Background: an optimization exercise with open tools, aiming at small area and a short achievable clock period. Do not read the settings as production practice.
The RTL was checked by simulation tests, not by an equivalence proof against the original design.
Power is estimated from default activity; no workload was simulated.

==> flow/design.v (outline; a module is shown in full before it is edited, if it fits) <==
// module alu_core: 62 lines
// module alu_unit: 1381 lines
module alu_unit
#(
  parameter int unsigned WIDTH = 32
) (
  input  logic               clk,
  input  logic               rst_n,
  input  logic               in_valid,
  input  logic [WIDTH-1:0]   rs,
  input  logic [WIDTH-1:0]   rt,
  input  logic [alu_pkg::CTRL_W-1:0]  ctrl,
  input  logic [alu_pkg::SHAMT_W-1:0] sa,
  input  logic               div_signed,
  output logic               out_valid,
  output logic [WIDTH-1:0]   rd,
  output logic               overflow,
  output logic [WIDTH-1:0]   quotient,
  output logic [WIDTH-1:0]   remainder
);
  // ...
==> flow/run.sh <==
#!/bin/bash
# synth_recipe.tcl (not shown) runs the flow's synth.tcl, then flattens the netlist and writes it again
# the make line also repeats each setting of config.mk as NAME=value (left out here)
make -C /OpenROAD-flow-scripts/flow DESIGN_CONFIG=/design/flow/config.mk WORK_HOME=/design/flow/orfs CLKGATE_MAP_FILE= SYNTH_SCRIPT=/design/flow/synth_recipe.tcl finish
==> flow/config.mk <==
export PLATFORM = sky130hd
export DESIGN_NAME = alu_unit
export DESIGN_NICKNAME = alu_unit
export VERILOG_FILES = /design/flow/design.v
export SDC_FILE = /design/flow/constraint.sdc
export NUM_CORES = 4
export LEC_CHECK = 0
export ABC_AREA = 1
export CAP_MARGIN = 50
export CORE_MARGIN = 2
export CORE_UTILIZATION = 70
export CTS_BUF_LIST = sky130_fd_sc_hd__clkbuf_8
export CTS_CLUSTER_SIZE = 25
export SLEW_MARGIN = 70
==> flow/constraint.sdc <==
create_clock -name core_clock -period 100.0 [get_ports {clk}]
set_input_delay 20.0000 -clock core_clock [delete_from_list [all_inputs] [get_ports {clk}]]
set_output_delay 20.0000 -clock core_clock [all_outputs]
set_load 0.01 [all_outputs]
==> results.yml, run 1 <==
power_and_ir_drop:
  switching_power_mw: 0.4164
  maxPowerGroup: "combinational cells"
  switching_part_of_the_total_power_pct: 43.38
  power_clock_mw: 0.244
  powerSeq_mw: 0.310
worst_setup_path:
  worst_setup_ep_type: "output port"
  critical_path.max_fanout: 2
  worst-r2r-setup-slack_ps: 78440
  worstPathCellList: "clkdlybuf4s50_1"
outcome:
  outcome: "finished clean"
clock_network:
  cts_hold_buf: 0
  cts_max_path_buffers: 3
finish:
  clkCellAreaFrac_pct: 4.336
  layoutNonFillerInstCount: 8377
  layout_commonest_cell: "sky130_fd_sc_hd__nand2_1"
  buffer_area_share_pct: 4.112
sta:
  layout_setup_ws_ps: 78170
  timing.clock.skew_ps: 56.94
  post_route_setup_tns_ps: 0
  rsz0062_at_grt: "false"
synth:
  netlist-cell-type-count: 69
  post_synth_mux_area_share_pct: 0.1040
  post_synth_and_or_nand_nor_area_fraction_pct: 38.27
  synth_top_family_by_area: "simple AND/OR/NAND/NOR gates"
placement:
  dp.final_hpwl_mm: 106.8
detailed_routing:
  met3_wirelength_mm: 9.759
==> run 2, diff against run 1 <==
--- a/flow/design.v
+++ b/flow/design.v
@@ -136,16 +136,18 @@
   logic s1_hz6;
   assign s1_hz6 = ~|s1_bc[31:6];
   logic s1_hz7;
   assign s1_hz7 = ~|s1_bc[31:7];
   logic s1_hz8;
   assign s1_hz8 = ~|s1_bc[31:8];
   logic s1_hz9;
   assign s1_hz9 = ~|s1_bc[31:9];
+  logic s1_hz10;
+  assign s1_hz10 = ~|s1_bc[31:10];
   logic [31:0] s1_aq0;
   assign s1_aq0 = mag_a;
   logic [0:0] s1_r1;
   assign s1_r1 = s1_aq0[31];
   logic [1:0] s1_c1;
   logic [0:0] s1_g1, s1_t1, s1_d1;
   assign s1_g1 = s1_r1 & ~s1_bc[0:0];
   assign s1_t1 = s1_r1 | ~s1_bc[0:0];
@@ -309,71 +311,71 @@
   assign s1_c9[9] = s1_g9[8] | (s1_t9[8] & s1_c9[8]);
   assign s1_d9 = s1_r9 ^ s1_bc[8:0] ^ ~s1_c9[8:0];
   logic s1_ge9;
   assign s1_ge9 = s1_hz9 & s1_c9[9];
   logic [8:0] s1_n9;
   assign s1_n9 = s1_r9 ^ ({9{s1_ge9}} & (s1_bc[8:0] ^ ~s1_c9[8:0]));
   logic [31:0] s1_aq9;
   assign s1_aq9 = {s1_aq8[30:0], s1_ge9};
+  logic [9:0] s1_r10;
+  assign s1_r10 = {s1_n9, s1_aq9[31]};
+  logic [10:0] s1_c10;
+  logic [9:0] s1_g10, s1_t10, s1_d10;
+  assign s1_g10 = s1_r10 & ~s1_bc[9:0];
+  assign s1_t10 = s1_r10 | ~s1_bc[9:0];
+  assign s1_c10[0] = 1'b1;
+  assign s1_c10[1] = s1_g10[0] | (s1_t10[0] & s1_c10[0]);
+  assign s1_c10[2] = s1_g10[1] | (s1_t10[1] & s1_c10[1]);
+  assign s1_c10[3] = s1_g10[2] | (s1_t10[2] & s1_c10[2]);
+  assign s1_c10[4] = s1_g10[3] | (s1_t10[3] & s1_c10[3]);
+  assign s1_c10[5] = s1_g10[4] | (s1_t10[4] & s1_c10[4]);
+  assign s1_c10[6] = s1_g10[5] | (s1_t10[5] & s1_c10[5]);
+  assign s1_c10[7] = s1_g10[6] | (s1_t10[6] & s1_c10[6]);
+  assign s1_c10[8] = s1_g10[7] | (s1_t10[7] & s1_c10[7]);
+  assign s1_c10[9] = s1_g10[8] | (s1_t10[8] & s1_c10[8]);
+  assign s1_c10[10] = s1_g10[9] | (s1_t10[9] & s1_c10[9]);
+  assign s1_d10 = s1_r10 ^ s1_bc[9:0] ^ ~s1_c10[9:0];
+  logic s1_ge10;
+  assign s1_ge10 = s1_hz10 & s1_c10[10];
+  logic [9:0] s1_n10;
+  assign s1_n10 = s1_r10 ^ ({10{s1_ge10}} & (s1_bc[9:0] ^ ~s1_c10[9:0]));
+  logic [31:0] s1_aq10;
+  assign s1_aq10 = {s1_aq9[30:0], s1_ge10};
   logic        s1_v, s1_ovf, s1_nq, s1_nr;
   logic [31:0] s1_rd, s1_b, s1_aq;
-  logic [8:0] s1_rem;
+  logic [9:0] s1_rem;
   always_ff @(posedge clk) begin
     s1_v   <= rst_n & s0_v;
     s1_rd  <= alu_rd_c;
     s1_ovf <= alu_ovf_c;
     s1_b   <= s1_bc;
     s1_nq  <= (neg_a ^ neg_b) & (s0_rt != '0);
     s1_nr  <= neg_a;
-    s1_aq  <= s1_aq9;
-    s1_rem <= s1_n9;
+    s1_aq  <= s1_aq10;
+    s1_rem <= s1_n10;
   end
   logic [31:0] s2_bc;
   assign s2_bc = s1_b;
-  logic s2_hz10;
-  assign s2_hz10 = ~|s2_bc[31:10];
   logic s2_hz11;
   assign s2_hz11 = ~|s2_bc[31:11];
   logic s2_hz12;
   assign s2_hz12 = ~|s2_bc[31:12];
   logic s2_hz13;
   assign s2_hz13 = ~|s2_bc[31:13];
   logic s2_hz14;
   assign s2_hz14 = ~|s2_bc[31:14];
   logic s2_hz15;
   assign s2_hz15 = ~|s2_bc[31:15];
+  logic s2_hz16;
+  assign s2_hz16 = ~|s2_bc[31:16];
   logic [31:0] s2_aq0;
   assign s2_aq0 = s1_aq;
-  logic [9:0] s2_r10;
-  assign s2_r10 = {s1_rem, s2_aq0[31]};
-  logic [10:0] s2_c10;
-  logic [9:0] s2_g10, s2_t10, s2_d10;
-  assign s2_g10 = s2_r10 & ~s2_bc[9:0];
-  assign s2_t10 = s2_r10 | ~s2_bc[9:0];
-  assign s2_c10[0] = 1'b1;
-  assign s2_c10[1] = s2_g10[0] | (s2_t10[0] & s2_c10[0]);
-  assign s2_c10[2] = s2_g10[1] | (s2_t10[1] & s2_c10[1]);
-  assign s2_c10[3] = s2_g10[2] | (s2_t10[2] & s2_c10[2]);
-  assign s2_c10[4] = s2_g10[3] | (s2_t10[3] & s2_c10[3]);
-  assign s2_c10[5] = s2_g10[4] | (s2_t10[4] & s2_c10[4]);
-  assign s2_c10[6] = s2_g10[5] | (s2_t10[5] & s2_c10[5]);
-  assign s2_c10[7] = s2_g10[6] | (s2_t10[6] & s2_c10[6]);
-  assign s2_c10[8] = s2_g10[7] | (s2_t10[7] & s2_c10[7]);
-  assign s2_c10[9] = s2_g10[8] | (s2_t10[8] & s2_c10[8]);
-  assign s2_c10[10] = s2_g10[9] | (s2_t10[9] & s2_c10[9]);
-  assign s2_d10 = s2_r10 ^ s2_bc[9:0] ^ ~s2_c10[9:0];
-  logic s2_ge10;
-  assign s2_ge10 = s2_hz10 & s2_c10[10];
-  logic [9:0] s2_n10;
-  assign s2_n10 = s2_r10 ^ ({10{s2_ge10}} & (s2_bc[9:0] ^ ~s2_c10[9:0]));
-  logic [31:0] s2_aq1;
-  assign s2_aq1 = {s2_aq0[30:0], s2_ge10};
   logic [10:0] s2_r11;
-  assign s2_r11 = {s2_n10, s2_aq1[31]};
+  assign s2_r11 = {s1_rem, s2_aq0[31]};
   logic [11:0] s2_c11;
   logic [10:0] s2_g11, s2_t11, s2_d11;
   assign s2_g11 = s2_r11 & ~s2_bc[10:0];
   assign s2_t11 = s2_r11 | ~s2_bc[10:0];
   assign s2_c11[0] = 1'b1;
   assign s2_c11[1] = s2_g11[0] | (s2_t11[0] & s2_c11[0]);
   assign s2_c11[2] = s2_g11[1] | (s2_t11[1] & s2_c11[1]);
   assign s2_c11[3] = s2_g11[2] | (s2_t11[2] & s2_c11[2]);
@@ -385,20 +387,20 @@
   assign s2_c11[9] = s2_g11[8] | (s2_t11[8] & s2_c11[8]);
   assign s2_c11[10] = s2_g11[9] | (s2_t11[9] & s2_c11[9]);
   assign s2_c11[11] = s2_g11[10] | (s2_t11[10] & s2_c11[10]);
   assign s2_d11 = s2_r11 ^ s2_bc[10:0] ^ ~s2_c11[10:0];
   logic s2_ge11;
   assign s2_ge11 = s2_hz11 & s2_c11[11];
   logic [10:0] s2_n11;
   assign s2_n11 = s2_r11 ^ ({11{s2_ge11}} & (s2_bc[10:0] ^ ~s2_c11[10:0]));
-  logic [31:0] s2_aq2;
-  assign s2_aq2 = {s2_aq1[30:0], s2_ge11};
+  logic [31:0] s2_aq1;
+  assign s2_aq1 = {s2_aq0[30:0], s2_ge11};
   logic [11:0] s2_r12;
-  assign s2_r12 = {s2_n11, s2_aq2[31]};
+  assign s2_r12 = {s2_n11, s2_aq1[31]};
   logic [12:0] s2_c12;
   logic [11:0] s2_g12, s2_t12, s2_d12;
   assign s2_g12 = s2_r12 & ~s2_bc[11:0];
   assign s2_t12 = s2_r12 | ~s2_bc[11:0];
   assign s2_c12[0] = 1'b1;
   assign s2_c12[1] = s2_g12[0] | (s2_t12[0] & s2_c12[0]);
   assign s2_c12[2] = s2_g12[1] | (s2_t12[1] & s2_c12[1]);
   assign s2_c12[3] = s2_g12[2] | (s2_t12[2] & s2_c12[2]);
@@ -411,20 +413,20 @@
   assign s2_c12[10] = s2_g12[9] | (s2_t12[9] & s2_c12[9]);
   assign s2_c12[11] = s2_g12[10] | (s2_t12[10] & s2_c12[10]);
   assign s2_c12[12] = s2_g12[11] | (s2_t12[11] & s2_c12[11]);
   assign s2_d12 = s2_r12 ^ s2_bc[11:0] ^ ~s2_c12[11:0];
   logic s2_ge12;
   assign s2_ge12 = s2_hz12 & s2_c12[12];
   logic [11:0] s2_n12;
   assign s2_n12 = s2_r12 ^ ({12{s2_ge12}} & (s2_bc[11:0] ^ ~s2_c12[11:0]));
-  logic [31:0] s2_aq3;
-  assign s2_aq3 = {s2_aq2[30:0], s2_ge12};
+  logic [31:0] s2_aq2;
+  assign s2_aq2 = {s2_aq1[30:0], s2_ge12};
   logic [12:0] s2_r13;
-  assign s2_r13 = {s2_n12, s2_aq3[31]};
+  assign s2_r13 = {s2_n12, s2_aq2[31]};
   logic [13:0] s2_c13;
   logic [12:0] s2_g13, s2_t13, s2_d13;
   assign s2_g13 = s2_r13 & ~s2_bc[12:0];
   assign s2_t13 = s2_r13 | ~s2_bc[12:0];
   assign s2_c13[0] = 1'b1;
   assign s2_c13[1] = s2_g13[0] | (s2_t13[0] & s2_c13[0]);
   assign s2_c13[2] = s2_g13[1] | (s2_t13[1] & s2_c13[1]);
   assign s2_c13[3] = s2_g13[2] | (s2_t13[2] & s2_c13[2]);
@@ -438,20 +440,20 @@
   assign s2_c13[11] = s2_g13[10] | (s2_t13[10] & s2_c13[10]);
   assign s2_c13[12] = s2_g13[11] | (s2_t13[11] & s2_c13[11]);
   assign s2_c13[13] = s2_g13[12] | (s2_t13[12] & s2_c13[12]);
   assign s2_d13 = s2_r13 ^ s2_bc[12:0] ^ ~s2_c13[12:0];
   logic s2_ge13;
   assign s2_ge13 = s2_hz13 & s2_c13[13];
   logic [12:0] s2_n13;
   assign s2_n13 = s2_r13 ^ ({13{s2_ge13}} & (s2_bc[12:0] ^ ~s2_c13[12:0]));
-  logic [31:0] s2_aq4;
-  assign s2_aq4 = {s2_aq3[30:0], s2_ge13};
+  logic [31:0] s2_aq3;
+  assign s2_aq3 = {s2_aq2[30:0], s2_ge13};
   logic [13:0] s2_r14;
-  assign s2_r14 = {s2_n13, s2_aq4[31]};
+  assign s2_r14 = {s2_n13, s2_aq3[31]};
   logic [14:0] s2_c14;
   logic [13:0] s2_g14, s2_t14, s2_d14;
   assign s2_g14 = s2_r14 & ~s2_bc[13:0];
   assign s2_t14 = s2_r14 | ~s2_bc[13:0];
   assign s2_c14[0] = 1'b1;
   assign s2_c14[1] = s2_g14[0] | (s2_t14[0] & s2_c14[0]);
   assign s2_c14[2] = s2_g14[1] | (s2_t14[1] & s2_c14[1]);
   assign s2_c14[3] = s2_g14[2] | (s2_t14[2] & s2_c14[2]);
@@ -466,20 +468,20 @@
   assign s2_c14[12] = s2_g14[11] | (s2_t14[11] & s2_c14[11]);
   assign s2_c14[13] = s2_g14[12] | (s2_t14[12] & s2_c14[12]);
   assign s2_c14[14] = s2_g14[13] | (s2_t14[13] & s2_c14[13]);
   assign s2_d14 = s2_r14 ^ s2_bc[13:0] ^ ~s2_c14[13:0];
   logic s2_ge14;
   assign s2_ge14 = s2_hz14 & s2_c14[14];
   logic [13:0] s2_n14;
   assign s2_n14 = s2_r14 ^ ({14{s2_ge14}} & (s2_bc[13:0] ^ ~s2_c14[13:0]));
-  logic [31:0] s2_aq5;
-  assign s2_aq5 = {s2_aq4[30:0], s2_ge14};
+  logic [31:0] s2_aq4;
+  assign s2_aq4 = {s2_aq3[30:0], s2_ge14};
   logic [14:0] s2_r15;
-  assign s2_r15 = {s2_n14, s2_aq5[31]};
+  assign s2_r15 = {s2_n14, s2_aq4[31]};
   logic [15:0] s2_c15;
   logic [14:0] s2_g15, s2_t15, s2_d15;
   assign s2_g15 = s2_r15 & ~s2_bc[14:0];
   assign s2_t15 = s2_r15 | ~s2_bc[14:0];
   assign s2_c15[0] = 1'b1;
   assign s2_c15[1] = s2_g15[0] | (s2_t15[0] & s2_c15[0]);
   assign s2_c15[2] = s2_g15[1] | (s2_t15[1] & s2_c15[1]);
   assign s2_c15[3] = s2_g15[2] | (s2_t15[2] & s2_c15[2]);
@@ -495,79 +497,79 @@
   assign s2_c15[13] = s2_g15[12] | (s2_t15[12] & s2_c15[12]);
   assign s2_c15[14] = s2_g15[13] | (s2_t15[13] & s2_c15[13]);
   assign s2_c15[15] = s2_g15[14] | (s2_t15[14] & s2_c15[14]);
   assign s2_d15 = s2_r15 ^ s2_bc[14:0] ^ ~s2_c15[14:0];
   logic s2_ge15;
   assign s2_ge15 = s2_hz15 & s2_c15[15];
   logic [14:0] s2_n15;
   assign s2_n15 = s2_r15 ^ ({15{s2_ge15}} & (s2_bc[14:0] ^ ~s2_c15[14:0]));
+  logic [31:0] s2_aq5;
+  assign s2_aq5 = {s2_aq4[30:0], s2_ge15};
+  logic [15:0] s2_r16;
+  assign s2_r16 = {s2_n15, s2_aq5[31]};
+  logic [16:0] s2_c16;
+  logic [15:0] s2_g16, s2_t16, s2_d16;
+  assign s2_g16 = s2_r16 & ~s2_bc[15:0];
+  assign s2_t16 = s2_r16 | ~s2_bc[15:0];
+  assign s2_c16[0] = 1'b1;
+  assign s2_c16[1] = s2_g16[0] | (s2_t16[0] & s2_c16[0]);
+  assign s2_c16[2] = s2_g16[1] | (s2_t16[1] & s2_c16[1]);
+  assign s2_c16[3] = s2_g16[2] | (s2_t16[2] & s2_c16[2]);
+  assign s2_c16[4] = s2_g16[3] | (s2_t16[3] & s2_c16[3]);
+  assign s2_c16[5] = s2_g16[4] | (s2_t16[4] & s2_c16[4]);
+  assign s2_c16[6] = s2_g16[5] | (s2_t16[5] & s2_c16[5]);
+  assign s2_c16[7] = s2_g16[6] | (s2_t16[6] & s2_c16[6]);
+  assign s2_c16[8] = s2_g16[7] | (s2_t16[7] & s2_c16[7]);
+  assign s2_c16[9] = s2_g16[8] | (s2_t16[8] & s2_c16[8]);
+  assign s2_c16[10] = s2_g16[9] | (s2_t16[9] & s2_c16[9]);
+  assign s2_c16[11] = s2_g16[10] | (s2_t16[10] & s2_c16[10]);
+  assign s2_c16[12] = s2_g16[11] | (s2_t16[11] & s2_c16[11]);
+  assign s2_c16[13] = s2_g16[12] | (s2_t16[12] & s2_c16[12]);
+  assign s2_c16[14] = s2_g16[13] | (s2_t16[13] & s2_c16[13]);
+  assign s2_c16[15] = s2_g16[14] | (s2_t16[14] & s2_c16[14]);
+  assign s2_c16[16] = s2_g16[15] | (s2_t16[15] & s2_c16[15]);
+  assign s2_d16 = s2_r16 ^ s2_bc[15:0] ^ ~s2_c16[15:0];
+  logic s2_ge16;
+  assign s2_ge16 = s2_hz16 & s2_c16[16];
+  logic [15:0] s2_n16;
+  assign s2_n16 = s2_r16 ^ ({16{s2_ge16}} & (s2_bc[15:0] ^ ~s2_c16[15:0]));
   logic [31:0] s2_aq6;
-  assign s2_aq6 = {s2_aq5[30:0], s2_ge15};
+  assign s2_aq6 = {s2_aq5[30:0], s2_ge16};
   logic        s2_v, s2_ovf, s2_nq, s2_nr;
   logic [31:0] s2_rd, s2_b, s2_aq;
-  logic [14:0] s2_rem;
+  logic [15:0] s2_rem;
   always_ff @(posedge clk) begin
     s2_v   <= rst_n & s1_v;
     s2_rd  <= s1_rd;
     s2_ovf <= s1_ovf;
     s2_b   <= s2_bc;
     s2_nq  <= s1_nq;
     s2_nr  <= s1_nr;
     s2_aq  <= s2_aq6;
-    s2_rem <= s2_n15;
+    s2_rem <= s2_n16;
   end
   logic [31:0] s3_bc;
   assign s3_bc = s2_b;
-  logic s3_hz16;
-  assign s3_hz16 = ~|s3_bc[31:16];
   logic s3_hz17;
   assign s3_hz17 = ~|s3_bc[31:17];
   logic s3_hz18;
   assign s3_hz18 = ~|s3_bc[31:18];
   logic s3_hz19;
   assign s3_hz19 = ~|s3_bc[31:19];
   logic s3_hz20;
   assign s3_hz20 = ~|s3_bc[31:20];
   logic s3_hz21;
   assign s3_hz21 = ~|s3_bc[31:21];
+  logic s3_hz22;
+  assign s3_hz22 = ~|s3_bc[31:22];
   logic [31:0] s3_aq0;
   assign s3_aq0 = s2_aq;
-  logic [15:0] s3_r16;
-  assign s3_r16 = {s2_rem, s3_aq0[31]};
-  logic [16:0] s3_c16;
-  logic [15:0] s3_g16, s3_t16, s3_d16;
-  assign s3_g16 = s3_r16 & ~s3_bc[15:0];
-  assign s3_t16 = s3_r16 | ~s3_bc[15:0];
-  assign s3_c16[0] = 1'b1;
-  assign s3_c16[1] = s3_g16[0] | (s3_t16[0] & s3_c16[0]);
-  assign s3_c16[2] = s3_g16[1] | (s3_t16[1] & s3_c16[1]);
-  assign s3_c16[3] = s3_g16[2] | (s3_t16[2] & s3_c16[2]);
-  assign s3_c16[4] = s3_g16[3] | (s3_t16[3] & s3_c16[3]);
-  assign s3_c16[5] = s3_g16[4] | (s3_t16[4] & s3_c16[4]);
-  assign s3_c16[6] = s3_g16[5] | (s3_t16[5] & s3_c16[5]);
-  assign s3_c16[7] = s3_g16[6] | (s3_t16[6] & s3_c16[6]);
-  assign s3_c16[8] = s3_g16[7] | (s3_t16[7] & s3_c16[7]);
-  assign s3_c16[9] = s3_g16[8] | (s3_t16[8] & s3_c16[8]);
-  assign s3_c16[10] = s3_g16[9] | (s3_t16[9] & s3_c16[9]);
-  assign s3_c16[11] = s3_g16[10] | (s3_t16[10] & s3_c16[10]);
-  assign s3_c16[12] = s3_g16[11] | (s3_t16[11] & s3_c16[11]);
-  assign s3_c16[13] = s3_g16[12] | (s3_t16[12] & s3_c16[12]);
-  assign s3_c16[14] = s3_g16[13] | (s3_t16[13] & s3_c16[13]);
-  assign s3_c16[15] = s3_g16[14] | (s3_t16[14] & s3_c16[14]);
-  assign s3_c16[16] = s3_g16[15] | (s3_t16[15] & s3_c16[15]);
-  assign s3_d16 = s3_r16 ^ s3_bc[15:0] ^ ~s3_c16[15:0];
-  logic s3_ge16;
-  assign s3_ge16 = s3_hz16 & s3_c16[16];
-  logic [15:0] s3_n16;
-  assign s3_n16 = s3_r16 ^ ({16{s3_ge16}} & (s3_bc[15:0] ^ ~s3_c16[15:0]));
-  logic [31:0] s3_aq1;
-  assign s3_aq1 = {s3_aq0[30:0], s3_ge16};
   logic [16:0] s3_r17;
-  assign s3_r17 = {s3_n16, s3_aq1[31]};
+  assign s3_r17 = {s2_rem, s3_aq0[31]};
   logic [17:0] s3_c17;
   logic [16:0] s3_g17, s3_t17, s3_d17;
   assign s3_g17 = s3_r17 & ~s3_bc[16:0];
   assign s3_t17 = s3_r17 | ~s3_bc[16:0];
   assign s3_c17[0] = 1'b1;
   assign s3_c17[1] = s3_g17[0] | (s3_t17[0] & s3_c17[0]);
   assign s3_c17[2] = s3_g17[1] | (s3_t17[1] & s3_c17[1]);
   assign s3_c17[3] = s3_g17[2] | (s3_t17[2] & s3_c17[2]);
@@ -585,20 +587,20 @@
   assign s3_c17[15] = s3_g17[14] | (s3_t17[14] & s3_c17[14]);
   assign s3_c17[16] = s3_g17[15] | (s3_t17[15] & s3_c17[15]);
   assign s3_c17[17] = s3_g17[16] | (s3_t17[16] & s3_c17[16]);
   assign s3_d17 = s3_r17 ^ s3_bc[16:0] ^ ~s3_c17[16:0];
   logic s3_ge17;
   assign s3_ge17 = s3_hz17 & s3_c17[17];
   logic [16:0] s3_n17;
   assign s3_n17 = s3_r17 ^ ({17{s3_ge17}} & (s3_bc[16:0] ^ ~s3_c17[16:0]));
-  logic [31:0] s3_aq2;
-  assign s3_aq2 = {s3_aq1[30:0], s3_ge17};
+  logic [31:0] s3_aq1;
+  assign s3_aq1 = {s3_aq0[30:0], s3_ge17};
   logic [17:0] s3_r18;
-  assign s3_r18 = {s3_n17, s3_aq2[31]};
+  assign s3_r18 = {s3_n17, s3_aq1[31]};
   logic [18:0] s3_c18;
   logic [17:0] s3_g18, s3_t18, s3_d18;
   assign s3_g18 = s3_r18 & ~s3_bc[17:0];
   assign s3_t18 = s3_r18 | ~s3_bc[17:0];
   assign s3_c18[0] = 1'b1;
   assign s3_c18[1] = s3_g18[0] | (s3_t18[0] & s3_c18[0]);
   assign s3_c18[2] = s3_g18[1] | (s3_t18[1] & s3_c18[1]);
   assign s3_c18[3] = s3_g18[2] | (s3_t18[2] & s3_c18[2]);
@@ -617,20 +619,20 @@
   assign s3_c18[16] = s3_g18[15] | (s3_t18[15] & s3_c18[15]);
   assign s3_c18[17] = s3_g18[16] | (s3_t18[16] & s3_c18[16]);
   assign s3_c18[18] = s3_g18[17] | (s3_t18[17] & s3_c18[17]);
   assign s3_d18 = s3_r18 ^ s3_bc[17:0] ^ ~s3_c18[17:0];
   logic s3_ge18;
   assign s3_ge18 = s3_hz18 & s3_c18[18];
   logic [17:0] s3_n18;
   assign s3_n18 = s3_r18 ^ ({18{s3_ge18}} & (s3_bc[17:0] ^ ~s3_c18[17:0]));
-  logic [31:0] s3_aq3;
-  assign s3_aq3 = {s3_aq2[30:0], s3_ge18};
+  logic [31:0] s3_aq2;
+  assign s3_aq2 = {s3_aq1[30:0], s3_ge18};
   logic [18:0] s3_r19;
-  assign s3_r19 = {s3_n18, s3_aq3[31]};
+  assign s3_r19 = {s3_n18, s3_aq2[31]};
   logic [19:0] s3_c19;
   logic [18:0] s3_g19, s3_t19, s3_d19;
   assign s3_g19 = s3_r19 & ~s3_bc[18:0];
   assign s3_t19 = s3_r19 | ~s3_bc[18:0];
   assign s3_c19[0] = 1'b1;
   assign s3_c19[1] = s3_g19[0] | (s3_t19[0] & s3_c19[0]);
   assign s3_c19[2] = s3_g19[1] | (s3_t19[1] & s3_c19[1]);
   assign s3_c19[3] = s3_g19[2] | (s3_t19[2] & s3_c19[2]);
@@ -650,20 +652,20 @@
   assign s3_c19[17] = s3_g19[16] | (s3_t19[16] & s3_c19[16]);
   assign s3_c19[18] = s3_g19[17] | (s3_t19[17] & s3_c19[17]);
   assign s3_c19[19] = s3_g19[18] | (s3_t19[18] & s3_c19[18]);
   assign s3_d19 = s3_r19 ^ s3_bc[18:0] ^ ~s3_c19[18:0];
   logic s3_ge19;
   assign s3_ge19 = s3_hz19 & s3_c19[19];
   logic [18:0] s3_n19;
   assign s3_n19 = s3_r19 ^ ({19{s3_ge19}} & (s3_bc[18:0] ^ ~s3_c19[18:0]));
-  logic [31:0] s3_aq4;
-  assign s3_aq4 = {s3_aq3[30:0], s3_ge19};
+  logic [31:0] s3_aq3;
+  assign s3_aq3 = {s3_aq2[30:0], s3_ge19};
   logic [19:0] s3_r20;
-  assign s3_r20 = {s3_n19, s3_aq4[31]};
+  assign s3_r20 = {s3_n19, s3_aq3[31]};
   logic [20:0] s3_c20;
   logic [19:0] s3_g20, s3_t20, s3_d20;
   assign s3_g20 = s3_r20 & ~s3_bc[19:0];
   assign s3_t20 = s3_r20 | ~s3_bc[19:0];
   assign s3_c20[0] = 1'b1;
   assign s3_c20[1] = s3_g20[0] | (s3_t20[0] & s3_c20[0]);
   assign s3_c20[2] = s3_g20[1] | (s3_t20[1] & s3_c20[1]);
   assign s3_c20[3] = s3_g20[2] | (s3_t20[2] & s3_c20[2]);
@@ -684,20 +686,20 @@
   assign s3_c20[18] = s3_g20[17] | (s3_t20[17] & s3_c20[17]);
   assign s3_c20[19] = s3_g20[18] | (s3_t20[18] & s3_c20[18]);
   assign s3_c20[20] = s3_g20[19] | (s3_t20[19] & s3_c20[19]);
   assign s3_d20 = s3_r20 ^ s3_bc[19:0] ^ ~s3_c20[19:0];
   logic s3_ge20;
   assign s3_ge20 = s3_hz20 & s3_c20[20];
   logic [19:0] s3_n20;
   assign s3_n20 = s3_r20 ^ ({20{s3_ge20}} & (s3_bc[19:0] ^ ~s3_c20[19:0]));
-  logic [31:0] s3_aq5;
-  assign s3_aq5 = {s3_aq4[30:0], s3_ge20};
+  logic [31:0] s3_aq4;
+  assign s3_aq4 = {s3_aq3[30:0], s3_ge20};
   logic [20:0] s3_r21;
-  assign s3_r21 = {s3_n20, s3_aq5[31]};
+  assign s3_r21 = {s3_n20, s3_aq4[31]};
   logic [21:0] s3_c21;
   logic [20:0] s3_g21, s3_t21, s3_d21;
   assign s3_g21 = s3_r21 & ~s3_bc[20:0];
   assign s3_t21 = s3_r21 | ~s3_bc[20:0];
   assign s3_c21[0] = 1'b1;
   assign s3_c21[1] = s3_g21[0] | (s3_t21[0] & s3_c21[0]);
   assign s3_c21[2] = s3_g21[1] | (s3_t21[1] & s3_c21[1]);
   assign s3_c21[3] = s3_g21[2] | (s3_t21[2] & s3_c21[2]);
@@ -719,85 +721,85 @@
   assign s3_c21[19] = s3_g21[18] | (s3_t21[18] & s3_c21[18]);
   assign s3_c21[20] = s3_g21[19] | (s3_t21[19] & s3_c21[19]);
   assign s3_c21[21] = s3_g21[20] | (s3_t21[20] & s3_c21[20]);
   assign s3_d21 = s3_r21 ^ s3_bc[20:0] ^ ~s3_c21[20:0];
   logic s3_ge21;
   assign s3_ge21 = s3_hz21 & s3_c21[21];
   logic [20:0] s3_n21;
   assign s3_n21 = s3_r21 ^ ({21{s3_ge21}} & (s3_bc[20:0] ^ ~s3_c21[20:0]));
+  logic [31:0] s3_aq5;
+  assign s3_aq5 = {s3_aq4[30:0], s3_ge21};
+  logic [21:0] s3_r22;
+  assign s3_r22 = {s3_n21, s3_aq5[31]};
+  logic [22:0] s3_c22;
+  logic [21:0] s3_g22, s3_t22, s3_d22;
+  assign s3_g22 = s3_r22 & ~s3_bc[21:0];
+  assign s3_t22 = s3_r22 | ~s3_bc[21:0];
+  assign s3_c22[0] = 1'b1;
+  assign s3_c22[1] = s3_g22[0] | (s3_t22[0] & s3_c22[0]);
+  assign s3_c22[2] = s3_g22[1] | (s3_t22[1] & s3_c22[1]);
+  assign s3_c22[3] = s3_g22[2] | (s3_t22[2] & s3_c22[2]);
+  assign s3_c22[4] = s3_g22[3] | (s3_t22[3] & s3_c22[3]);
+  assign s3_c22[5] = s3_g22[4] | (s3_t22[4] & s3_c22[4]);
+  assign s3_c22[6] = s3_g22[5] | (s3_t22[5] & s3_c22[5]);
+  assign s3_c22[7] = s3_g22[6] | (s3_t22[6] & s3_c22[6]);
+  assign s3_c22[8] = s3_g22[7] | (s3_t22[7] & s3_c22[7]);
+  assign s3_c22[9] = s3_g22[8] | (s3_t22[8] & s3_c22[8]);
+  assign s3_c22[10] = s3_g22[9] | (s3_t22[9] & s3_c22[9]);
+  assign s3_c22[11] = s3_g22[10] | (s3_t22[10] & s3_c22[10]);
+  assign s3_c22[12] = s3_g22[11] | (s3_t22[11] & s3_c22[11]);
+  assign s3_c22[13] = s3_g22[12] | (s3_t22[12] & s3_c22[12]);
+  assign s3_c22[14] = s3_g22[13] | (s3_t22[13] & s3_c22[13]);
+  assign s3_c22[15] = s3_g22[14] | (s3_t22[14] & s3_c22[14]);
+  assign s3_c22[16] = s3_g22[15] | (s3_t22[15] & s3_c22[15]);
+  assign s3_c22[17] = s3_g22[16] | (s3_t22[16] & s3_c22[16]);
+  assign s3_c22[18] = s3_g22[17] | (s3_t22[17] & s3_c22[17]);
+  assign s3_c22[19] = s3_g22[18] | (s3_t22[18] & s3_c22[18]);
+  assign s3_c22[20] = s3_g22[19] | (s3_t22[19] & s3_c22[19]);
+  assign s3_c22[21] = s3_g22[20] | (s3_t22[20] & s3_c22[20]);
+  assign s3_c22[22] = s3_g22[21] | (s3_t22[21] & s3_c22[21]);
+  assign s3_d22 = s3_r22 ^ s3_bc[21:0] ^ ~s3_c22[21:0];
+  logic s3_ge22;
+  assign s3_ge22 = s3_hz22 & s3_c22[22];
+  logic [21:0] s3_n22;
+  assign s3_n22 = s3_r22 ^ ({22{s3_ge22}} & (s3_bc[21:0] ^ ~s3_c22[21:0]));
   logic [31:0] s3_aq6;
-  assign s3_aq6 = {s3_aq5[30:0], s3_ge21};
+  assign s3_aq6 = {s3_aq5[30:0], s3_ge22};
   logic        s3_v, s3_ovf, s3_nq, s3_nr;
   logic [31:0] s3_rd, s3_b, s3_aq;
-  logic [20:0] s3_rem;
+  logic [21:0] s3_rem;
   always_ff @(posedge clk) begin
     s3_v   <= rst_n & s2_v;
     s3_rd  <= s2_rd;
     s3_ovf <= s2_ovf;
     s3_b   <= s3_bc;
     s3_nq  <= s2_nq;
     s3_nr  <= s2_nr;
     s3_aq  <= s3_aq6;
-    s3_rem <= s3_n21;
+    s3_rem <= s3_n22;
   end
   logic [31:0] s4_bc;
   assign s4_bc = s3_b;
-  logic s4_hz22;
-  assign s4_hz22 = ~|s4_bc[31:22];
   logic s4_hz23;
   assign s4_hz23 = ~|s4_bc[31:23];
   logic s4_hz24;
   assign s4_hz24 = ~|s4_bc[31:24];
   logic s4_hz25;
   assign s4_hz25 = ~|s4_bc[31:25];
   logic s4_hz26;
   assign s4_hz26 = ~|s4_bc[31:26];
   logic s4_hz27;
   assign s4_hz27 = ~|s4_bc[31:27];
+  logic s4_hz28;
+  assign s4_hz28 = ~|s4_bc[31:28];
   logic [31:0] s4_aq0;
   assign s4_aq0 = s3_aq;
-  logic [21:0] s4_r22;
-  assign s4_r22 = {s3_rem, s4_aq0[31]};
-  logic [22:0] s4_c22;
-  logic [21:0] s4_g22, s4_t22, s4_d22;
-  assign s4_g22 = s4_r22 & ~s4_bc[21:0];
-  assign s4_t22 = s4_r22 | ~s4_bc[21:0];
-  assign s4_c22[0] = 1'b1;
-  assign s4_c22[1] = s4_g22[0] | (s4_t22[0] & s4_c22[0]);
-  assign s4_c22[2] = s4_g22[1] | (s4_t22[1] & s4_c22[1]);
-  assign s4_c22[3] = s4_g22[2] | (s4_t22[2] & s4_c22[2]);
-  assign s4_c22[4] = s4_g22[3] | (s4_t22[3] & s4_c22[3]);
-  assign s4_c22[5] = s4_g22[4] | (s4_t22[4] & s4_c22[4]);
-  assign s4_c22[6] = s4_g22[5] | (s4_t22[5] & s4_c22[5]);
-  assign s4_c22[7] = s4_g22[6] | (s4_t22[6] & s4_c22[6]);
-  assign s4_c22[8] = s4_g22[7] | (s4_t22[7] & s4_c22[7]);
-  assign s4_c22[9] = s4_g22[8] | (s4_t22[8] & s4_c22[8]);
-  assign s4_c22[10] = s4_g22[9] | (s4_t22[9] & s4_c22[9]);
-  assign s4_c22[11] = s4_g22[10] | (s4_t22[10] & s4_c22[10]);
-  assign s4_c22[12] = s4_g22[11] | (s4_t22[11] & s4_c22[11]);
-  assign s4_c22[13] = s4_g22[12] | (s4_t22[12] & s4_c22[12]);
-  assign s4_c22[14] = s4_g22[13] | (s4_t22[13] & s4_c22[13]);
-  assign s4_c22[15] = s4_g22[14] | (s4_t22[14] & s4_c22[14]);
-  assign s4_c22[16] = s4_g22[15] | (s4_t22[15] & s4_c22[15]);
-  assign s4_c22[17] = s4_g22[16] | (s4_t22[16] & s4_c22[16]);
-  assign s4_c22[18] = s4_g22[17] | (s4_t22[17] & s4_c22[17]);
-  assign s4_c22[19] = s4_g22[18] | (s4_t22[18] & s4_c22[18]);
-  assign s4_c22[20] = s4_g22[19] | (s4_t22[19] & s4_c22[19]);
-  assign s4_c22[21] = s4_g22[20] | (s4_t22[20] & s4_c22[20]);
-  assign s4_c22[22] = s4_g22[21] | (s4_t22[21] & s4_c22[21]);
-  assign s4_d22 = s4_r22 ^ s4_bc[21:0] ^ ~s4_c22[21:0];
-  logic s4_ge22;
-  assign s4_ge22 = s4_hz22 & s4_c22[22];
-  logic [21:0] s4_n22;
-  assign s4_n22 = s4_r22 ^ ({22{s4_ge22}} & (s4_bc[21:0] ^ ~s4_c22[21:0]));
-  logic [31:0] s4_aq1;
-  assign s4_aq1 = {s4_aq0[30:0], s4_ge22};
   logic [22:0] s4_r23;
-  assign s4_r23 = {s4_n22, s4_aq1[31]};
+  assign s4_r23 = {s3_rem, s4_aq0[31]};
   logic [23:0] s4_c23;
   logic [22:0] s4_g23, s4_t23, s4_d23;
   assign s4_g23 = s4_r23 & ~s4_bc[22:0];
   assign s4_t23 = s4_r23 | ~s4_bc[22:0];
   assign s4_c23[0] = 1'b1;
   assign s4_c23[1] = s4_g23[0] | (s4_t23[0] & s4_c23[0]);
   assign s4_c23[2] = s4_g23[1] | (s4_t23[1] & s4_c23[1]);
   assign s4_c23[3] = s4_g23[2] | (s4_t23[2] & s4_c23[2]);
@@ -821,20 +823,20 @@
   assign s4_c23[21] = s4_g23[20] | (s4_t23[20] & s4_c23[20]);
   assign s4_c23[22] = s4_g23[21] | (s4_t23[21] & s4_c23[21]);
   assign s4_c23[23] = s4_g23[22] | (s4_t23[22] & s4_c23[22]);
   assign s4_d23 = s4_r23 ^ s4_bc[22:0] ^ ~s4_c23[22:0];
   logic s4_ge23;
   assign s4_ge23 = s4_hz23 & s4_c23[23];
   logic [22:0] s4_n23;
   assign s4_n23 = s4_r23 ^ ({23{s4_ge23}} & (s4_bc[22:0] ^ ~s4_c23[22:0]));
-  logic [31:0] s4_aq2;
-  assign s4_aq2 = {s4_aq1[30:0], s4_ge23};
+  logic [31:0] s4_aq1;
+  assign s4_aq1 = {s4_aq0[30:0], s4_ge23};
   logic [23:0] s4_r24;
-  assign s4_r24 = {s4_n23, s4_aq2[31]};
+  assign s4_r24 = {s4_n23, s4_aq1[31]};
   logic [24:0] s4_c24;
   logic [23:0] s4_g24, s4_t24, s4_d24;
   assign s4_g24 = s4_r24 & ~s4_bc[23:0];
   assign s4_t24 = s4_r24 | ~s4_bc[23:0];
   assign s4_c24[0] = 1'b1;
   assign s4_c24[1] = s4_g24[0] | (s4_t24[0] & s4_c24[0]);
   assign s4_c24[2] = s4_g24[1] | (s4_t24[1] & s4_c24[1]);
   assign s4_c24[3] = s4_g24[2] | (s4_t24[2] & s4_c24[2]);
@@ -859,20 +861,20 @@
   assign s4_c24[22] = s4_g24[21] | (s4_t24[21] & s4_c24[21]);
   assign s4_c24[23] = s4_g24[22] | (s4_t24[22] & s4_c24[22]);
   assign s4_c24[24] = s4_g24[23] | (s4_t24[23] & s4_c24[23]);
   assign s4_d24 = s4_r24 ^ s4_bc[23:0] ^ ~s4_c24[23:0];
   logic s4_ge24;
   assign s4_ge24 = s4_hz24 & s4_c24[24];
   logic [23:0] s4_n24;
   assign s4_n24 = s4_r24 ^ ({24{s4_ge24}} & (s4_bc[23:0] ^ ~s4_c24[23:0]));
-  logic [31:0] s4_aq3;
-  assign s4_aq3 = {s4_aq2[30:0], s4_ge24};
+  logic [31:0] s4_aq2;
+  assign s4_aq2 = {s4_aq1[30:0], s4_ge24};
   logic [24:0] s4_r25;
-  assign s4_r25 = {s4_n24, s4_aq3[31]};
+  assign s4_r25 = {s4_n24, s4_aq2[31]};
   logic [25:0] s4_c25;
   logic [24:0] s4_g25, s4_t25, s4_d25;
   assign s4_g25 = s4_r25 & ~s4_bc[24:0];
   assign s4_t25 = s4_r25 | ~s4_bc[24:0];
   assign s4_c25[0] = 1'b1;
   assign s4_c25[1] = s4_g25[0] | (s4_t25[0] & s4_c25[0]);
   assign s4_c25[2] = s4_g25[1] | (s4_t25[1] & s4_c25[1]);
   assign s4_c25[3] = s4_g25[2] | (s4_t25[2] & s4_c25[2]);
@@ -898,20 +900,20 @@
   assign s4_c25[23] = s4_g25[22] | (s4_t25[22] & s4_c25[22]);
   assign s4_c25[24] = s4_g25[23] | (s4_t25[23] & s4_c25[23]);
   assign s4_c25[25] = s4_g25[24] | (s4_t25[24] & s4_c25[24]);
   assign s4_d25 = s4_r25 ^ s4_bc[24:0] ^ ~s4_c25[24:0];
   logic s4_ge25;
   assign s4_ge25 = s4_hz25 & s4_c25[25];
   logic [24:0] s4_n25;
   assign s4_n25 = s4_r25 ^ ({25{s4_ge25}} & (s4_bc[24:0] ^ ~s4_c25[24:0]));
-  logic [31:0] s4_aq4;
-  assign s4_aq4 = {s4_aq3[30:0], s4_ge25};
+  logic [31:0] s4_aq3;
+  assign s4_aq3 = {s4_aq2[30:0], s4_ge25};
   logic [25:0] s4_r26;
-  assign s4_r26 = {s4_n25, s4_aq4[31]};
+  assign s4_r26 = {s4_n25, s4_aq3[31]};
   logic [26:0] s4_c26;
   logic [25:0] s4_g26, s4_t26, s4_d26;
   assign s4_g26 = s4_r26 & ~s4_bc[25:0];
   assign s4_t26 = s4_r26 | ~s4_bc[25:0];
   assign s4_c26[0] = 1'b1;
   assign s4_c26[1] = s4_g26[0] | (s4_t26[0] & s4_c26[0]);
   assign s4_c26[2] = s4_g26[1] | (s4_t26[1] & s4_c26[1]);
   assign s4_c26[3] = s4_g26[2] | (s4_t26[2] & s4_c26[2]);
@@ -938,20 +940,20 @@
   assign s4_c26[24] = s4_g26[23] | (s4_t26[23] & s4_c26[23]);
   assign s4_c26[25] = s4_g26[24] | (s4_t26[24] & s4_c26[24]);
   assign s4_c26[26] = s4_g26[25] | (s4_t26[25] & s4_c26[25]);
   assign s4_d26 = s4_r26 ^ s4_bc[25:0] ^ ~s4_c26[25:0];
   logic s4_ge26;
   assign s4_ge26 = s4_hz26 & s4_c26[26];
   logic [25:0] s4_n26;
   assign s4_n26 = s4_r26 ^ ({26{s4_ge26}} & (s4_bc[25:0] ^ ~s4_c26[25:0]));
-  logic [31:0] s4_aq5;
-  assign s4_aq5 = {s4_aq4[30:0], s4_ge26};
+  logic [31:0] s4_aq4;
+  assign s4_aq4 = {s4_aq3[30:0], s4_ge26};
   logic [26:0] s4_r27;
-  assign s4_r27 = {s4_n26, s4_aq5[31]};
+  assign s4_r27 = {s4_n26, s4_aq4[31]};
   logic [27:0] s4_c27;
   logic [26:0] s4_g27, s4_t27, s4_d27;
   assign s4_g27 = s4_r27 & ~s4_bc[26:0];
   assign s4_t27 = s4_r27 | ~s4_bc[26:0];
   assign s4_c27[0] = 1'b1;
   assign s4_c27[1] = s4_g27[0] | (s4_t27[0] & s4_c27[0]);
   assign s4_c27[2] = s4_g27[1] | (s4_t27[1] & s4_c27[1]);
   assign s4_c27[3] = s4_g27[2] | (s4_t27[2] & s4_c27[2]);
@@ -979,87 +981,85 @@
   assign s4_c27[25] = s4_g27[24] | (s4_t27[24] & s4_c27[24]);
   assign s4_c27[26] = s4_g27[25] | (s4_t27[25] & s4_c27[25]);
   assign s4_c27[27] = s4_g27[26] | (s4_t27[26] & s4_c27[26]);
   assign s4_d27 = s4_r27 ^ s4_bc[26:0] ^ ~s4_c27[26:0];
   logic s4_ge27;
   assign s4_ge27 = s4_hz27 & s4_c27[27];
   logic [26:0] s4_n27;
   assign s4_n27 = s4_r27 ^ ({27{s4_ge27}} & (s4_bc[26:0] ^ ~s4_c27[26:0]));
+  logic [31:0] s4_aq5;
+  assign s4_aq5 = {s4_aq4[30:0], s4_ge27};
+  logic [27:0] s4_r28;
+  assign s4_r28 = {s4_n27, s4_aq5[31]};
+  logic [28:0] s4_c28;
+  logic [27:0] s4_g28, s4_t28, s4_d28;
+  assign s4_g28 = s4_r28 & ~s4_bc[27:0];
+  assign s4_t28 = s4_r28 | ~s4_bc[27:0];
+  assign s4_c28[0] = 1'b1;
+  assign s4_c28[1] = s4_g28[0] | (s4_t28[0] & s4_c28[0]);
+  assign s4_c28[2] = s4_g28[1] | (s4_t28[1] & s4_c28[1]);
+  assign s4_c28[3] = s4_g28[2] | (s4_t28[2] & s4_c28[2]);
+  assign s4_c28[4] = s4_g28[3] | (s4_t28[3] & s4_c28[3]);
+  assign s4_c28[5] = s4_g28[4] | (s4_t28[4] & s4_c28[4]);
+  assign s4_c28[6] = s4_g28[5] | (s4_t28[5] & s4_c28[5]);
+  assign s4_c28[7] = s4_g28[6] | (s4_t28[6] & s4_c28[6]);
+  assign s4_c28[8] = s4_g28[7] | (s4_t28[7] & s4_c28[7]);
+  assign s4_c28[9] = s4_g28[8] | (s4_t28[8] & s4_c28[8]);
+  assign s4_c28[10] = s4_g28[9] | (s4_t28[9] & s4_c28[9]);
+  assign s4_c28[11] = s4_g28[10] | (s4_t28[10] & s4_c28[10]);
+  assign s4_c28[12] = s4_g28[11] | (s4_t28[11] & s4_c28[11]);
+  assign s4_c28[13] = s4_g28[12] | (s4_t28[12] & s4_c28[12]);
+  assign s4_c28[14] = s4_g28[13] | (s4_t28[13] & s4_c28[13]);
+  assign s4_c28[15] = s4_g28[14] | (s4_t28[14] & s4_c28[14]);
+  assign s4_c28[16] = s4_g28[15] | (s4_t28[15] & s4_c28[15]);
+  assign s4_c28[17] = s4_g28[16] | (s4_t28[16] & s4_c28[16]);
+  assign s4_c28[18] = s4_g28[17] | (s4_t28[17] & s4_c28[17]);
+  assign s4_c28[19] = s4_g28[18] | (s4_t28[18] & s4_c28[18]);
+  assign s4_c28[20] = s4_g28[19] | (s4_t28[19] & s4_c28[19]);
+  assign s4_c28[21] = s4_g28[20] | (s4_t28[20] & s4_c28[20]);
+  assign s4_c28[22] = s4_g28[21] | (s4_t28[21] & s4_c28[21]);
+  assign s4_c28[23] = s4_g28[22] | (s4_t28[22] & s4_c28[22]);
+  assign s4_c28[24] = s4_g28[23] | (s4_t28[23] & s4_c28[23]);
+  assign s4_c28[25] = s4_g28[24] | (s4_t28[24] & s4_c28[24]);
+  assign s4_c28[26] = s4_g28[25] | (s4_t28[25] & s4_c28[25]);
+  assign s4_c28[27] = s4_g28[26] | (s4_t28[26] & s4_c28[26]);
+  assign s4_c28[28] = s4_g28[27] | (s4_t28[27] & s4_c28[27]);
+  assign s4_d28 = s4_r28 ^ s4_bc[27:0] ^ ~s4_c28[27:0];
+  logic s4_ge28;
+  assign s4_ge28 = s4_hz28 & s4_c28[28];
+  logic [27:0] s4_n28;
+  assign s4_n28 = s4_r28 ^ ({28{s4_ge28}} & (s4_bc[27:0] ^ ~s4_c28[27:0]));
   logic [31:0] s4_aq6;
-  assign s4_aq6 = {s4_aq5[30:0], s4_ge27};
+  assign s4_aq6 = {s4_aq5[30:0], s4_ge28};
   logic        s4_v, s4_ovf, s4_nq, s4_nr;
   logic [31:0] s4_rd, s4_b, s4_aq;
-  logic [26:0] s4_rem;
+  logic [27:0] s4_rem;
   always_ff @(posedge clk) begin
     s4_v   <= rst_n & s3_v;
     s4_rd  <= s3_rd;
     s4_ovf <= s3_ovf;
     s4_b   <= s4_bc;
     s4_nq  <= s3_nq;
     s4_nr  <= s3_nr;
     s4_aq  <= s4_aq6;
-    s4_rem <= s4_n27;
+    s4_rem <= s4_n28;
   end
   logic [31:0] s5_bc;
   assign s5_bc = s4_b;
-  logic s5_hz28;
-  assign s5_hz28 = ~|s5_bc[31:28];
   logic s5_hz29;
   assign s5_hz29 = ~|s5_bc[31:29];
   logic s5_hz30;
   assign s5_hz30 = ~|s5_bc[31:30];
   logic s5_hz31;
   assign s5_hz31 = ~|s5_bc[31:31];
   logic [31:0] s5_aq0;
   assign s5_aq0 = s4_aq;
-  logic [27:0] s5_r28;
-  assign s5_r28 = {s4_rem, s5_aq0[31]};
-  logic [28:0] s5_c28;
-  logic [27:0] s5_g28, s5_t28, s5_d28;
-  assign s5_g28 = s5_r28 & ~s5_bc[27:0];
-  assign s5_t28 = s5_r28 | ~s5_bc[27:0];
-  assign s5_c28[0] = 1'b1;
-  assign s5_c28[1] = s5_g28[0] | (s5_t28[0] & s5_c28[0]);
-  assign s5_c28[2] = s5_g28[1] | (s5_t28[1] & s5_c28[1]);
-  assign s5_c28[3] = s5_g28[2] | (s5_t28[2] & s5_c28[2]);
-  assign s5_c28[4] = s5_g28[3] | (s5_t28[3] & s5_c28[3]);
-  assign s5_c28[5] = s5_g28[4] | (s5_t28[4] & s5_c28[4]);
-  assign s5_c28[6] = s5_g28[5] | (s5_t28[5] & s5_c28[5]);
-  assign s5_c28[7] = s5_g28[6] | (s5_t28[6] & s5_c28[6]);
-  assign s5_c28[8] = s5_g28[7] | (s5_t28[7] & s5_c28[7]);
-  assign s5_c28[9] = s5_g28[8] | (s5_t28[8] & s5_c28[8]);
-  assign s5_c28[10] = s5_g28[9] | (s5_t28[9] & s5_c28[9]);
-  assign s5_c28[11] = s5_g28[10] | (s5_t28[10] & s5_c28[10]);
-  assign s5_c28[12] = s5_g28[11] | (s5_t28[11] & s5_c28[11]);
-  assign s5_c28[13] = s5_g28[12] | (s5_t28[12] & s5_c28[12]);
-  assign s5_c28[14] = s5_g28[13] | (s5_t28[13] & s5_c28[13]);
-  assign s5_c28[15] = s5_g28[14] | (s5_t28[14] & s5_c28[14]);
-  assign s5_c28[16] = s5_g28[15] | (s5_t28[15] & s5_c28[15]);
-  assign s5_c28[17] = s5_g28[16] | (s5_t28[16] & s5_c28[16]);
-  assign s5_c28[18] = s5_g28[17] | (s5_t28[17] & s5_c28[17]);
-  assign s5_c28[19] = s5_g28[18] | (s5_t28[18] & s5_c28[18]);
-  assign s5_c28[20] = s5_g28[19] | (s5_t28[19] & s5_c28[19]);
-  assign s5_c28[21] = s5_g28[20] | (s5_t28[20] & s5_c28[20]);
-  assign s5_c28[22] = s5_g28[21] | (s5_t28[21] & s5_c28[21]);
-  assign s5_c28[23] = s5_g28[22] | (s5_t28[22] & s5_c28[22]);
-  assign s5_c28[24] = s5_g28[23] | (s5_t28[23] & s5_c28[23]);
-  assign s5_c28[25] = s5_g28[24] | (s5_t28[24] & s5_c28[24]);
-  assign s5_c28[26] = s5_g28[25] | (s5_t28[25] & s5_c28[25]);
-  assign s5_c28[27] = s5_g28[26] | (s5_t28[26] & s5_c28[26]);
-  assign s5_c28[28] = s5_g28[27] | (s5_t28[27] & s5_c28[27]);
-  assign s5_d28 = s5_r28 ^ s5_bc[27:0] ^ ~s5_c28[27:0];
-  logic s5_ge28;
-  assign s5_ge28 = s5_hz28 & s5_c28[28];
-  logic [27:0] s5_n28;
-  assign s5_n28 = s5_r28 ^ ({28{s5_ge28}} & (s5_bc[27:0] ^ ~s5_c28[27:0]));
-  logic [31:0] s5_aq1;
-  assign s5_aq1 = {s5_aq0[30:0], s5_ge28};
   logic [28:0] s5_r29;
-  assign s5_r29 = {s5_n28, s5_aq1[31]};
+  assign s5_r29 = {s4_rem, s5_aq0[31]};
   logic [29:0] s5_c29;
   logic [28:0] s5_g29, s5_t29, s5_d29;
   assign s5_g29 = s5_r29 & ~s5_bc[28:0];
   assign s5_t29 = s5_r29 | ~s5_bc[28:0];
   assign s5_c29[0] = 1'b1;
   assign s5_c29[1] = s5_g29[0] | (s5_t29[0] & s5_c29[0]);
   assign s5_c29[2] = s5_g29[1] | (s5_t29[1] & s5_c29[1]);
   assign s5_c29[3] = s5_g29[2] | (s5_t29[2] & s5_c29[2]);
@@ -1089,20 +1089,20 @@
   assign s5_c29[27] = s5_g29[26] | (s5_t29[26] & s5_c29[26]);
   assign s5_c29[28] = s5_g29[27] | (s5_t29[27] & s5_c29[27]);
   assign s5_c29[29] = s5_g29[28] | (s5_t29[28] & s5_c29[28]);
   assign s5_d29 = s5_r29 ^ s5_bc[28:0] ^ ~s5_c29[28:0];
   logic s5_ge29;
   assign s5_ge29 = s5_hz29 & s5_c29[29];
   logic [28:0] s5_n29;
   assign s5_n29 = s5_r29 ^ ({29{s5_ge29}} & (s5_bc[28:0] ^ ~s5_c29[28:0]));
-  logic [31:0] s5_aq2;
-  assign s5_aq2 = {s5_aq1[30:0], s5_ge29};
+  logic [31:0] s5_aq1;
+  assign s5_aq1 = {s5_aq0[30:0], s5_ge29};
   logic [29:0] s5_r30;
-  assign s5_r30 = {s5_n29, s5_aq2[31]};
+  assign s5_r30 = {s5_n29, s5_aq1[31]};
   logic [30:0] s5_c30;
   logic [29:0] s5_g30, s5_t30, s5_d30;
   assign s5_g30 = s5_r30 & ~s5_bc[29:0];
   assign s5_t30 = s5_r30 | ~s5_bc[29:0];
   assign s5_c30[0] = 1'b1;
   assign s5_c30[1] = s5_g30[0] | (s5_t30[0] & s5_c30[0]);
   assign s5_c30[2] = s5_g30[1] | (s5_t30[1] & s5_c30[1]);
   assign s5_c30[3] = s5_g30[2] | (s5_t30[2] & s5_c30[2]);
@@ -1133,20 +1133,20 @@
   assign s5_c30[28] = s5_g30[27] | (s5_t30[27] & s5_c30[27]);
   assign s5_c30[29] = s5_g30[28] | (s5_t30[28] & s5_c30[28]);
   assign s5_c30[30] = s5_g30[29] | (s5_t30[29] & s5_c30[29]);
   assign s5_d30 = s5_r30 ^ s5_bc[29:0] ^ ~s5_c30[29:0];
   logic s5_ge30;
   assign s5_ge30 = s5_hz30 & s5_c30[30];
   logic [29:0] s5_n30;
   assign s5_n30 = s5_r30 ^ ({30{s5_ge30}} & (s5_bc[29:0] ^ ~s5_c30[29:0]));
-  logic [31:0] s5_aq3;
-  assign s5_aq3 = {s5_aq2[30:0], s5_ge30};
+  logic [31:0] s5_aq2;
+  assign s5_aq2 = {s5_aq1[30:0], s5_ge30};
   logic [30:0] s5_r31;
-  assign s5_r31 = {s5_n30, s5_aq3[31]};
+  assign s5_r31 = {s5_n30, s5_aq2[31]};
   logic [31:0] s5_c31;
   logic [30:0] s5_g31, s5_t31, s5_d31;
   assign s5_g31 = s5_r31 & ~s5_bc[30:0];
   assign s5_t31 = s5_r31 | ~s5_bc[30:0];
   assign s5_c31[0] = 1'b1;
   assign s5_c31[1] = s5_g31[0] | (s5_t31[0] & s5_c31[0]);
   assign s5_c31[2] = s5_g31[1] | (s5_t31[1] & s5_c31[1]);
   assign s5_c31[3] = s5_g31[2] | (s5_t31[2] & s5_c31[2]);
@@ -1178,20 +1178,20 @@
   assign s5_c31[29] = s5_g31[28] | (s5_t31[28] & s5_c31[28]);
   assign s5_c31[30] = s5_g31[29] | (s5_t31[29] & s5_c31[29]);
   assign s5_c31[31] = s5_g31[30] | (s5_t31[30] & s5_c31[30]);
   assign s5_d31 = s5_r31 ^ s5_bc[30:0] ^ ~s5_c31[30:0];
   logic s5_ge31;
   assign s5_ge31 = s5_hz31 & s5_c31[31];
   logic [30:0] s5_n31;
   assign s5_n31 = s5_r31 ^ ({31{s5_ge31}} & (s5_bc[30:0] ^ ~s5_c31[30:0]));
-  logic [31:0] s5_aq4;
-  assign s5_aq4 = {s5_aq3[30:0], s5_ge31};
+  logic [31:0] s5_aq3;
+  assign s5_aq3 = {s5_aq2[30:0], s5_ge31};
   logic [31:0] s5_r32;
-  assign s5_r32 = {s5_n31, s5_aq4[31]};
+  assign s5_r32 = {s5_n31, s5_aq3[31]};
   logic [32:0] s5_c32;
   logic [31:0] s5_g32, s5_t32, s5_d32;
   assign s5_g32 = s5_r32 & ~s5_bc[31:0];
   assign s5_t32 = s5_r32 | ~s5_bc[31:0];
   assign s5_c32[0] = 1'b1;
   assign s5_c32[1] = s5_g32[0] | (s5_t32[0] & s5_c32[0]);
   assign s5_c32[2] = s5_g32[1] | (s5_t32[1] & s5_c32[1]);
   assign s5_c32[3] = s5_g32[2] | (s5_t32[2] & s5_c32[2]);
@@ -1224,21 +1224,21 @@
   assign s5_c32[30] = s5_g32[29] | (s5_t32[29] & s5_c32[29]);
   assign s5_c32[31] = s5_g32[30] | (s5_t32[30] & s5_c32[30]);
   assign s5_c32[32] = s5_g32[31] | (s5_t32[31] & s5_c32[31]);
   assign s5_d32 = s5_r32 ^ s5_bc[31:0] ^ ~s5_c32[31:0];
   logic s5_ge32;
   assign s5_ge32 = s5_c32[32];
   logic [31:0] s5_n32;
   assign s5_n32 = s5_r32 ^ ({32{s5_ge32}} & (s5_bc[31:0] ^ ~s5_c32[31:0]));
-  logic [31:0] s5_aq5;
-  assign s5_aq5 = {s5_aq4[30:0], s5_ge32};
+  logic [31:0] s5_aq4;
+  assign s5_aq4 = {s5_aq3[30:0], s5_ge32};
   logic [31:0] q_fix, r_fix;
   logic [31:0] q_pre;
-  assign q_pre = s5_aq5;
+  assign q_pre = s5_aq4;
   logic [31:0] q_neg;
   logic [31:0] q_neg_p0;
   assign q_neg_p0[0] = q_pre[0];
   assign q_neg_p0[1] = q_pre[1] | q_pre[0];
   assign q_neg_p0[2] = q_pre[2];
   assign q_neg_p0[3] = q_pre[3] | q_pre[2];
   assign q_neg_p0[4] = q_pre[4];
   assign q_neg_p0[5] = q_pre[5] | q_pre[4];
==> flow/flow/run.sh (new file) <==
#!/bin/bash
# The standard layout (standard synthesis included), with one change: the
# port buffers that global placement inserts are plain sky130 buf_2 cells
# instead of the cell the resizer picks by default (a delay buffer).
# ORFS keeps each step's log under orfs/logs/; make's own output goes to
# layout_make.log in this folder.
set -euo pipefail
bash standard.sh "BUFFER_PORTS_ARGS=-buffer_cell sky130_fd_sc_hd__buf_2" finish > layout_make.log 2>&1
==> flow/standard.sh (new file) <==
#!/bin/bash
# synth_recipe.tcl (not shown) runs the flow's synth.tcl, then flattens the netlist and writes it again
# the make line also repeats each setting of config.mk as NAME=value (left out here)
make -C /OpenROAD-flow-scripts/flow DESIGN_CONFIG=/design/flow/config.mk WORK_HOME=/design/flow/orfs CLKGATE_MAP_FILE= SYNTH_SCRIPT=/design/flow/synth_recipe.tcl "${@:-finish}"
removed: flow/run.sh
==> results.yml, run 2 <==
clock_network:
  post-cts-setup-buffer-count: 0
  cts_max_path_buffers: 3
  cts_hold_buf: 0
  cts_htree_levels: 3
  cts_tree: "done"
  clk_pin_slew_worst_paths_ps: 70
  cell_at_the_root_of_the_clock_tree: "sky130_fd_sc_hd__clkbuf_8"
  postCtsResizedCells: 0
  clock_latency_ps: 750
  cts_buffers: 101
  cts_num_sinks: 649
synth:
  netlist.area_leader.share_pct: 26.80
  yosysSeqAreaShare_pct: 26.80
  netlist-cell-type-count: 73
  yosysTopAreaCell: "sky130_fd_sc_hd__dfxtp_1"
  synth_area_sq_um: 48490
  syn_avg_cell_area_sq_um: 6.654
  syn_nets: 7463
  synth-edff-count: 0
  synthTopCellsByArea: "sky130_fd_sc_hd__dfxtp_1 27%, sky130_fd_sc_hd__nand2_1 16%, sky130_fd_sc_hd__xor2_1 11%"
  synth_common_cells: "2,069 x sky130_fd_sc_hd__nand2_1, 849 x sky130_fd_sc_hd__nand3_1, 846 x sky130_fd_sc_hd__inv_1, 649 x sky130_fd_sc_hd__dfxtp_1, 586 x sky130_fd_sc_hd__xor2_1"
  yosys_warnings: 2
  asyncSetResetFlopFracSynth_pct: 0
  yosys_register_bits: 649
  synthMostInstantiatedCell: "sky130_fd_sc_hd__nand2_1"
  dominantRegCellSynth: "sky130_fd_sc_hd__dfxtp_1"
  post_synthesis_instance_total: 7287
outcome:
  outcome: "finished clean"
worst_setup_path:
  critical_path.max_fanout: 2
  worst_setup_ep_type: "output port"
  timing.critical_path.max_delay_family: "flip-flops"
  worstPathCellList: "buf_2"
  cp_launch_type: "register"
  critical_path.max_stage_delay_ps: 340
  worst-endpoint-arrival_ps: 1220
  cpMaxStageDelayCell: "sky130_fd_sc_hd__dfxtp_1"
  worst_path_buf_inv: 1
  required_time_at_the_endpoint_of_the_critical_path_ps: 80000
  timing_worst_setup_path_type: "register to output port"
finish:
  signed_area_change_from_the_synthesized_netlist_to_the_final_layout_pct: 6.196
  leading_cell_types_in_the_layout_fill_and_taps_excluded: "2,066 x sky130_fd_sc_hd__nand2_1, 849 x sky130_fd_sc_hd__nand3_1, 827 x sky130_fd_sc_hd__inv_1"
  final.fill_count: 5620
  multiInputGateArea_sq_um: 30010
  design.final.nets: 7491
  seq_cell_area_sq_um: 13070
  layout-drive-gt1-share_pct: 14.83
  layout_commonest_cell: "sky130_fd_sc_hd__nand2_1"
placement:
  post-place-ws_ps: 79010
  gp_routability_congestion: 1.013
  dp.final_hpwl_mm: 103.2
  port_buffers: 174
sta:
  timing_worst_slew_pin_value_ps: 492.5
  rsz0062_at_grt: "false"
  post_route_setup_tns_ps: 0
  final-setup-viol-count: 0
  layout_setup_ws_ps: 78780
  max_clock_freq_mhz: 47.13
  period_needed_ps: 21220
  timing.clock.skew_ps: 85.10
  endpoints_failing_hold: 0
  period_share_pct: 21.22
  final_max_slew_viol_count: 0
  slew-limit-headroom_pct: 66.82
floorplanning:
  die_w_um: 267.2
  design.core.area_sq_um: 68590
  core.rowCount: 96
  floorplan.initialDensity_pct: 70.69
  area_of_the_die_sq_um: 71390
  die-height_um: 267.2
  num_io_pins: 175
power_and_ir_drop:
  power_density_nw_per_um2: 19.22
  leakagePower_nw: 25.50
  max-vdd-ir-drop_mv: 0.01768
job:
  max_cap_viol_count: 0
detailed_routing:
  num_vias: 46290
  drt-pass1-iter-count: 8
  final_antenna_net_count: 0
  route.final.wire_length_mm: 133.4
  vias_per_cell: 5.556
  drt-wirelength-per-cell_um: 16.02
  drt_iter0_drc: 3675
  drc_markers: 0
min_path:
  hold_path.class: "register to register"
grt:
  track_usage_pct: 36.72
  grt_overflow: 0
  vias_in_the_first_global_route: 42930
  grt_start_max_net_pins: 78
  antenna_violations_before_repair: 2
  grt_first_pass_wirelength_mm: 213.1
-- run 2: path summary, 6_finish.rpt --
check	start	to	slack, ps	cells after the start
min	s1_aq[18]$_DFF_P_	s2_aq[24]$_DFF_P_	310	0
max reg2reg	s0_rt[0]$_DFF_P_	s1_rem[1]$_DFF_P_	79690	142
max	quotient_q[28]$_SDFFE_PN0P_	quotient[28]	78780	1
min reg2reg	s1_aq[18]$_DFF_P_	s2_aq[24]$_DFF_P_	310	0
-- run 2: final cells by class --
cell class	count	share of cell area, %
clock inverter	54	1.137
sequential	649	25.39
tap	931	2.262
clock buffer	131	3.502
antenna	3	0.01458
multi-input combinational	5420	58.29
inverter	927	6.840
timing repair buffer	216	2.566
-- run 2: cells by family (layout without fill, tap and decap cells) --
kind of cell | count (synthesis) | count (layout) | share of synthesized area [%]
buffers and inverters | 1218 | 1328 | 12.02
DFF | 649 | 649 | 26.80
muxes | 7 | 7 | 0.1445
and+or+nand+nor | 3988 | 3988 | 37.77
other | 0 | 3 | 0
xor gates and xnor gates | 661 | 661 | 12.02
AOI/OAI and AO/OA | 654 | 654 | 7.964
adders and majority gates | 110 | 110 | 3.295
-- run 2: metrics by stage --
step                util [%]  cell area [sq um]  hold slack (ps)  total power, mW  cells
floorplan                  -              48490            309.6           0.6501   7287
global placement       70.65              48450            309.8           0.7129   8130
detailed placement     71.43              48990            312.1           0.7282   8142
CTS                    74.91              51380            285.1           0.9850   8327
global route           75.07              51490            285.4            1.060   8330
finish                 75.07              51490            305.5           0.9896   8331
-- run 2: power breakdown --
group / leakage [nW] / total [mW] / internal (mW) / switching, mW
Sequential: 5.40 / 0.313 / 0.282 / 0.0300
Clock: 1.27 / 0.256 / 0.146 / 0.110
Combinational: 18.8 / 0.422 / 0.136 / 0.285
Total: 25.5 / 0.990 / 0.565 / 0.425
-- run 2: routing by layer --
metal / routed length, um / vias up / track usage (%)
li1: - / 23060 / -
met1: 53360 / 21200 / 43.55
met2: 63210 / 1597 / 63.33
met3: 8325 / 441 / 5.029
met4: 8543 / 0 / 21.65
met5: 0 / - / 0

-- static timing again, ports no longer ideal --
No port has a modelled driver above. Below, the same layouts with a new extraction and two added sets of constraints. Step 1: set_driving_cell puts a clkbuf_16 on clk and a buf_2 on each other input, an assumption about the parent block. Step 2, shift: input delay + t, output delay - t, t = (earliest + latest rising clock arrival at the registers) / 2. This alone moves slack from input paths to output paths. a / b / c = no drivers / after step 1 / after step 2; a / b = the first two.
| run | t (ns) | setup slack, ns | worst setup path after step 2 | worst slew at a driven data input, ns |
|---|---|---|---|---|
| run 1 | 0.806 | 78.171 / 78.109 / 78.440 | register to register | 0.04 |
| run 2 | 0.778 | 78.783 / 78.712 / 78.882 | input to register | 0.05 |
After both steps every run listed still meets setup and hold.
